This design comes from an exercise in tuning for small area, a short achievable clock period and few clock cycles per item on the open sky130 flow, not from production work. In this exercise RTL edits were held to simulation tests only and were not proved equivalent to the original. Power and IR drop assume default switching activity.

==> flow/design.v (outline; a module is shown in full before it is edited, if it fits) <==
// module poly1305_fold5: 25 lines
// module poly1305_reduce: 3182 lines
module poly1305_reduce
(
  input  logic           clk,
  input  logic           rst,
  input  logic           start,
  input  logic [P_W-1:0] P,
  output logic [H_W-1:0] H,
  output logic           ready,
  output logic           busy
);
  // ...
==> flow/run.sh <==
#!/bin/bash
# synth_recipe.tcl (not shown) runs the flow's synth.tcl, then flattens the netlist and writes it again
# the make line also repeats each setting of config.mk as NAME=value (left out here)
make -C /OpenROAD-flow-scripts/flow DESIGN_CONFIG=/design/flow/config.mk WORK_HOME=/design/flow/orfs CLKGATE_MAP_FILE= SYNTH_SCRIPT=/design/flow/synth_recipe.tcl finish
==> flow/config.mk <==
export PLATFORM = sky130hd
export DESIGN_NAME = poly1305_reduce
export DESIGN_NICKNAME = poly1305_reduce
export VERILOG_FILES = /design/flow/design.v
export SDC_FILE = /design/flow/constraint.sdc
export NUM_CORES = 4
export LEC_CHECK = 0
export CAP_MARGIN = 20
export CORE_MARGIN = 2
export CORE_UTILIZATION = 40
export SLEW_MARGIN = 20
==> flow/constraint.sdc <==
create_clock -name core_clock -period 6.0 [get_ports {clk}]
set_input_delay 1.2000 -clock core_clock [delete_from_list [all_inputs] [get_ports {clk}]]
set_output_delay 1.2000 -clock core_clock [all_outputs]
set_load 0.01 [all_outputs]
==> impl_metrics.tcl, run 1 <==
set metrics [dict create \
    slowest_delay_ns 0.56 \
    seqPwrFrac_pct 27.3 \
    num_rows 67 \
    yosysUniqueCellTypes 59 \
    synthTopCellsByCount "fa_1 (161), dfxtp_1 (140), ha_1 (136)" \
    synth_flop_cell "dfxtp_1" \
    fin_tns_setup_ns 0 \
    synth_area_per_cell_sq_um 9.60 \
    multi_input_area_share_pct 55.3 \
    reg.largest.list "s0 x130, kb x8, qp x2" \
    crit_family "simple AND/OR/NAND/NOR gates" \
    p_comb_uw 3640 \
    seq_share_pct 15.2 \
    utilization_pct 55.7 \
    clkbuf_count 20 \
    initial_core_util_pct 40.4 \
    power_uw 6520 \
    fmax_mhz 176 \
    die_h_um 188 \
    dp_slack_ns 0.525 \
    cp_slowest_cell "or4b_1" \
    finalWirelength_um 38600 \
    pin_count 394 \
    hpwlAfterDp_um 33000 \
    use_met3_pct 5.07 \
    cts_setup_buffers 0 \
    period_needed_ns 5.68 \
    synth_top_area_share_pct 23.9 \
    largestClassByArea "multi-input combinational cells" \
    status "finished clean" \
    drt_iter0_drc 501 \
    crit_chain "ha_1 > inv_1 > or4_1 > or3_1 > o22ai_1 > o21ai_1 > o31a_1 > or4b_1 > xor2_1 > nor2_1 > clkdlybuf4s50_1" \
    cp_max_fo 7 \
    grt_use_met2_pct 37.0 \
    area_share_nonclk_buffers_pct 21.5 \
    start_kind "flop" \
]
Testbench counts, summed over its fixed seeds: cycles 1,600, items 1,600.
==> run 2: changes to the inputs <==
--- a/flow/config.mk
+++ b/flow/config.mk
@@ -9,3 +9,3 @@
 export CORE_MARGIN = 2
-export CORE_UTILIZATION = 40
+export CORE_UTILIZATION = 65
 export SLEW_MARGIN = 20
==> impl_metrics.tcl, run 2 <==
set metrics [dict create \
    status "complete, but fails checks" \
    so_faults "setup timing" \
    period_needed_ns 6.05 \
    synth_top_area_cell "fa_1" \
    top_register "s0" \
    ir_drop_uv 204 \
    reg.largest.list "s0 x130, kb x8, qp x2" \
    grt_max_degree 63 \
    worstPathArrival_ns 4.85 \
    fp.dieArea_sq_um 21900 \
    yosysWarnings 1 \
    grt.overflow.total 0 \
    hpwlAfterDp_um 34600 \
    final_cell_mix "clkdlybuf4s50_1 (392), fa_1 (161), dfxtp_1 (140)" \
    yosysMostFrequentCell "fa_1" \
    synthTopCellsByCount "fa_1 (161), dfxtp_1 (140), ha_1 (136)" \
    grt_pass1_vias 14100 \
    synth_flop_cell "dfxtp_1" \
    fillCellCount 930 \
    p_leak_uw 0.00762 \
    clkSinkCount 141 \
    cts_made_buffers 17 \
    critPathRequiredTime_ns 4.80 \
    setup_viol 1 \
    via_per_inst 6.41 \
    post_drt_wl_per_cell_um 22.6 \
    layout_commonest_cell "clkdlybuf4s50_1" \
    finalHoldViolCount 0 \
    pwr-share-comb_pct 56.4 \
    layout-drive-gt1-share_pct 3.76 \
    ff_latch_area_sq_um 2830 \
    cts_setup_buffers 0 \
    p_clk_share_pct 17.0 \
    cp_max_fo 13 \
    num_rows 52 \
    via_count 13400 \
    coreArea_sq_um 20300 \
    finalWirelength_um 47100 \
    critPathCaptureType "output pin" \
    yosysSeqAreaShare_pct 21.0 \
    io_buffers 392 \
    grt_pass1_wl_um 74100 \
    cts_tree "done" \
    die_h_um 148 \
    stdcell_area_sq_um 18400 \
    syn2layout_area_growth_pct 36.3 \
    power.internal_uw 3950 \
    multi_input_area_sq_um 10300 \
    critPathKind "reg2out" \
    period_share_pct 101 \
    seqPwrFrac_pct 26.6 \
    synth.cell_area_sq_um 13500 \
    antenna_found_initial 4 \
    utilization_pct 90.5 \
    cellPowerDensity_nw_per_um2 372 \
    remaining_drc_errors 0 \
    die_w_um 148 \
    synth_top_area_share_pct 23.9 \
    htreeDepth 4 \
    dr.pass1.iters 8 \
    synthArstFlopShare_pct 0.709 \
    setup_slack_ns -0.0519 \
    yosysUniqueCellTypes 59 \
    netlist_top_cells_area "fa_1 (24%), dfxtp_1 (21%), ha_1 (13%)" \
    placed_area_sq_um 17700 \
    nets 2356 \
    drv_cap 0 \
    path_clk_slew_ns 0.06 \
    grtUsageTotal_pct 43.5 \
    drt_iter0_drc 1224 \
    switchingPower_uw 2890 \
    pin_count 394 \
    dp_slack_ns 0.608 \
    cts-root-buf "clkbuf_16" \
    gp_congestion 0.895 \
    largest_register_ffs 130 \
    start_kind "flop" \
    min_path_type "in2async" \
    route.antenna.remaining_nets 0 \
    synth_area_per_cell_sq_um 9.60 \
    tightest_slew_ns 0.802 \
    initial_core_util_pct 66.4 \
    syn_nets 1963 \
    clockBufferDepth 2 \
    maxSlewViolCount 0 \
    switching_share_pct 42.3 \
    fmax_mhz 165 \
    syn_inst 1404 \
    slew-limit-headroom_pct 46.0 \
    synth_seq_cells 141 \
    synth_edf_count 0 \
]
run 2: worst paths after layout:
kind,startpoint,cells after the start,to
worst max-delay path,s0[96],11,H[11]
worst min-delay path,rst,2,ready
max in group asynchronous,rst,2,ready
min in group core_clock,start,1,ready
run 2: repair_timing:
item / CTS / global route
endpoints found under the setup margin: 0 / 9
hold buffers: 0 / 0
resized for setup: 0 / 4
run 2: layout make-up:
cell class                      count  area share [%]
Multi-Input combinational cell   1156            55.9
Timing Repair Buffer              398            21.7
Sequential cell                   141            15.4
Clock buffer                       19            2.41
Tap cell                          270            1.84
Inverter                           83            1.70
Clock inverter                     13            1.03
Antenna cell                        3          0.0409
run 2: worst max-delay path: stages (launching register included):
cell and delay, ns:
dfxtp_1 0.31, ha_1 0.32, nand3_1 0.12, nor4_1 0.63
a21oi_1 0.41, o31ai_4 0.41, a21oi_1 0.22, and2_1 0.20
buf_4 0.19, or4b_1 0.60, o21ai_0 0.38, clkdlybuf4s50_1 0.62
run 2: power by group through the flow:
stage / Clock [uW] / Sequential, uW / Combinational (uW)
2_1_floorplan: 0 / 1670 / 1950
3_3_place_gp: 0 / 1750 / 3500
3_5_place_dp: 0 / 1780 / 3640
4_1_cts: 1150 / 1790 / 3770
5_1_grt: 1190 / 1860 / 4110
6_report: 1160 / 1820 / 3860
run 2: metrics by stage:
stage	setup TNS, ns	hold WS [ns]	power, uW	cells
2_1_floorplan	0	0.929	3630	1404
3_3_place_gp	0	1.34	5240	2048
3_5_place_dp	0	1.35	5420	2048
4_1_cts	0	0.900	6700	2080
5_1_grt	-0.193	0.915	7160	2082
6_report	-0.0519	0.902	6840	2083
run 2: kinds of logic after synthesis:
logic type	Yosys count	share of synthesized area, %
AO/OA/AOI/OAI	256	12.7
XOR/XNOR	131	8.51
adder cells (fa/ha/maj)	297	36.5
buffers and inverters	107	3.03
flip-flops	141	21.0
multiplexers	15	1.11
other	1	0.0278
AND/OR/NAND/NOR	456	17.1
run 2: metal layers:
| metal | share of wire [%] | vias to the layer above | GRT usage [%] | wire length (um) |
|---|---|---|---|---|
| li1 | - | 5760 | - | - |
| met1 | 33 | 6314 | 45.8 | 15400 |
| met2 | 49 | 983 | 74.9 | 23100 |
| met3 | 11 | 302 | 15.8 | 5310 |
| met4 | 6.9 | 2 | 25.1 | 3270 |
| met5 | 0.019 | - | 0 | 9 |

re-timing with driven ports:
The results above use ideal ports. As a check the final layouts listed here were re-extracted and re-timed, cells and wires unchanged.
Step 1 sets driving cells, clkbuf_16 on the clock port and buf_2 on the other inputs (assumed; they add their load-dependent delay and slew).
Step 2 times the ports against the registers' clock, not the clock port: input delays grow and output delays shrink by t, the midpoint of the rising clock arrivals with the driver on.
Three values: ideal, step 1, step 2; two values: the first two.
run | shift t [ns] | setup WS [ns] | worst setup path at the end | latest minus earliest clock arrival (ns)
run 1 | 0.471 | 0.319 / 0.269 / 0.739 | register to output | 0.012 / 0.013
run 2 | 0.489 | -0.052 / -0.102 / 0.387 | register to output | 0.010 / 0.010
